This is an optimization exercise on Yosys and OpenROAD, whose aim is small area, a short achievable clock period and few clock cycles per item, not a production implementation. Where RTL was checked, it was by simulation tests only, not by an equivalence proof against the original. Power is estimated from default activity; no workload was simulated.

## segment_address_translation_core
module segment_address_translation_core (
    input  logic                         i_clk,
    input  logic                         i_rst_n,
    input  logic                         i_cfg_valid,
    output logic                         o_cfg_ready,
    input  logic [sat_pkg::DATA_W-1:0]   i_cfg_data,
    input  logic                         i_valid,
    output logic                         o_ready,
    input  logic                         i_action,
    input  logic [sat_pkg::DATA_W-1:0]   i_logical_address,
    input  logic [sat_pkg::DATA_W-1:0]   i_byte_count,
    input  logic [sat_pkg::SLOT_W-1:0]   i_entry_slot,
    input  logic [sat_pkg::ID_W-1:0]     i_entry_id,
    input  logic [sat_pkg::DATA_W-1:0]   i_entry_base,
    input  logic [sat_pkg::DATA_W-1:0]   i_entry_size,
    input  logic                         i_entry_valid,
    output logic                         o_valid,
    input  logic                         i_ready,
    output logic [sat_pkg::DATA_W-1:0]   o_physical_address,
    output logic                         o_fault,
    output logic [sat_pkg::DATA_W-1:0]   o_segment_number,
    output logic [sat_pkg::DATA_W-1:0]   o_offset
);
    localparam logic [16:0] RP = sat_pkg::DIV_REGPOS;
    localparam logic [16:0] CP = sat_pkg::DIV_COPYPOS;
    logic        adv;
    logic        in_fire;
    logic        div_busy;
    logic [15:0] r_max_seg;
    logic [15:0] r_div;
    logic [16:1] r_hz;
    logic        r_dpend;
    logic        r_out_valid;
    logic [15:0] r_out_phys;
    logic        r_out_fault;
    logic [15:0] r_out_seg;
    logic [15:0] r_out_off;
    assign adv         = !r_out_valid || i_ready;
    assign o_ready     = adv && !r_dpend;
    assign o_cfg_ready = 1'b1;
    assign in_fire     = i_valid && o_ready;
    always_ff @(posedge i_clk) begin
        if (!i_rst_n) begin
            r_max_seg <= sat_pkg::MAX_SEG_RESET;
            r_div     <= sat_pkg::MAX_SEG_RESET;
            r_hz      <= hz_of(sat_pkg::MAX_SEG_RESET);
            r_dpend   <= 1'b0;
        end else if (i_cfg_valid) begin
            r_max_seg <= i_cfg_data;
  ...
Settings: LEC_CHECK=0, CAP_MARGIN=20, CORE_MARGIN=2, CORE_UTILIZATION=40, CTS_BUF_LIST=sky130_fd_sc_hd__clkbuf_4 sky130_fd_sc_hd__clkbuf_8, SETUP_SLACK_MARGIN=1.9, SLEW_MARGIN=20; clock period 5.0 ns.
run.sh (not shown) runs the stock make flow with config.mk's settings and CLKGATE_MAP_FILE= SYNTH_SCRIPT=/design/flow/synth_recipe.tcl, a recipe that flattens the netlist after the stock synthesis.
The first run produced a clean layout.
Testbench counts at the start, summed over its fixed seeds: cycles 4,928, items 4,800.
Edit:
--- a/flow/design.v
+++ b/flow/design.v
@@ -37,37 +37,46 @@
             end
         end
         bor = '0;
         for (int i = 1; i < W; i++) bor[i] = gg[i-1];
         ge = i_hz && !gg[W-1] && !i_load;
         o_rem = '0;
         o_rem[W-1:0] = t ^ ({W{ge}} & (d ^ bor));
     end
     assign o_quo = {i_quo[14:0], i_load ? i_xbit : ge};
 endmodule
 module sat_match (
-    input  logic [15:0]  i_key,
+    input  logic [15:1]  i_key,
+    input  logic         i_key0,
     input  logic [15:0]  i_live,
     input  logic [127:0] i_ids,
     output logic         o_hit,
     output logic [15:0]  o_sel
 );
-    logic [15:0] m;
-    logic [15:0] below;
+    logic [15:0] e, m0, m1, s0, s1, below0, below1;
     always_comb begin
-        for (int i = 0; i < 16; i++)
-            m[i] = i_live[i] && (i_key[15:8] == 8'd0) && (i_key[7:0] == i_ids[i*8 +: 8]);
-        below[0] = 1'b0;
-        for (int i = 1; i < 16; i++) below[i] = below[i-1] | m[i-1];
-        o_sel = m & ~below;
-        o_hit = |m;
+        for (int i = 0; i < 16; i++) begin
+            e[i]  = i_live[i] && (i_key[15:8] == 8'd0) && (i_key[7:1] == i_ids[i*8+1 +: 7]);
+            m0[i] = e[i] && !i_ids[i*8];
+            m1[i] = e[i] &&  i_ids[i*8];
+        end
+        below0[0] = 1'b0;
+        below1[0] = 1'b0;
+        for (int i = 1; i < 16; i++) begin
+            below0[i] = below0[i-1] | m0[i-1];
+            below1[i] = below1[i-1] | m1[i-1];
+        end
+        s0 = m0 & ~below0;
+        s1 = m1 & ~below1;
+        o_sel = i_key0 ? s1 : s0;
+        o_hit = i_key0 ? |m1 : |m0;
     end
 endmodule
 module segment_address_translation_core (
     input  logic                         i_clk,
     input  logic                         i_rst_n,
     input  logic                         i_cfg_valid,
     output logic                         o_cfg_ready,
     input  logic [sat_pkg::DATA_W-1:0]   i_cfg_data,
     input  logic                         i_valid,
     output logic                         o_ready,
     input  logic                         i_action,
@@ -221,23 +230,24 @@
     assign m_r  = nR[16*16 +: 16];
     assign m_c  = nC[16*16 +: 16];
     assign m_x  = m_q[15:3];
     logic [15:0]  t_live;
     logic [127:0] t_ids;
     logic [15:0]  t_base [16];
     logic [15:0]  t_size [16];
     assign m_t        = {nR[15*16 +: 15], nQ[15*16 + 15]};
     assign m_sum_keep = {1'b0, m_t} + {1'b0, m_c};
     assign m_sum_sub  = {1'b0, m_t} + r_cd15;
     sat_match u_match (
-        .i_key  (m_q),
+        .i_key  (m_q[15:1]),
+        .i_key0 (m_q[0]),
         .i_live (t_live),
         .i_ids  (t_ids),
         .o_hit  (m_hit),
         .o_sel  (m_sel)
     );
     logic        t_we;
     logic [3:0]  t_slot;
     assign t_we   = adv && m_v && m_ld;
     assign t_slot = m_x[12:9];
     always_ff @(posedge i_clk) begin
         if (!i_rst_n) begin
Area after synthesis hardly moves. Routed wire length fell by 0.30%. Cell area barely changes. Clock-buffer cell count fell by 13. Setup slack is worse by 0.14 ns. Cell count rose by 0.41%. Sequential share of layout area rose by 0.12 points. Utilization fell by 0.15 points. Critical path depth rose by 2. Worst hold slack is worse by 0.0087 ns. Global-route usage fell by 0.18 points. Power fell by 1.2%.
No functional check of the RTL was part of the second run of this note.

## static timing again, ports no longer ideal
The flow's constraints put no driver on any port. The routed layouts listed below were extracted and timed again, unchanged, in two steps.
Step 1 (the two cells are an assumption about what drives the block):
set clk [get_ports {i_clk}]
set_driving_cell -lib_cell sky130_fd_sc_hd__clkbuf_16 $clk
set_driving_cell -lib_cell sky130_fd_sc_hd__buf_2 [delete_from_list [all_inputs] $clk]
Step 2, shift: input delay + t, output delay - t, t = (earliest + latest rising clock arrival at the registers) / 2. This alone moves slack from input paths to output paths.
a / b / c = no drivers / after step 1 / after step 2; a / b = the first two.
run | shift t [ns] | setup slack, ns | latest minus earliest clock arrival (ns) | pins driven straight from the clock port
the first run | 1.006 | 1.844 / 1.844 / 1.167 | 0.078 / 0.077 | 1
the second run | 1.020 | 1.706 / 1.706 / 1.141 | 0.065 / 0.064 | 1
After both steps setup and hold are still met in every run listed. The setup slack of the first run, which loses most, moves by 0.000 ns with the drivers and by -0.677 ns with both steps.
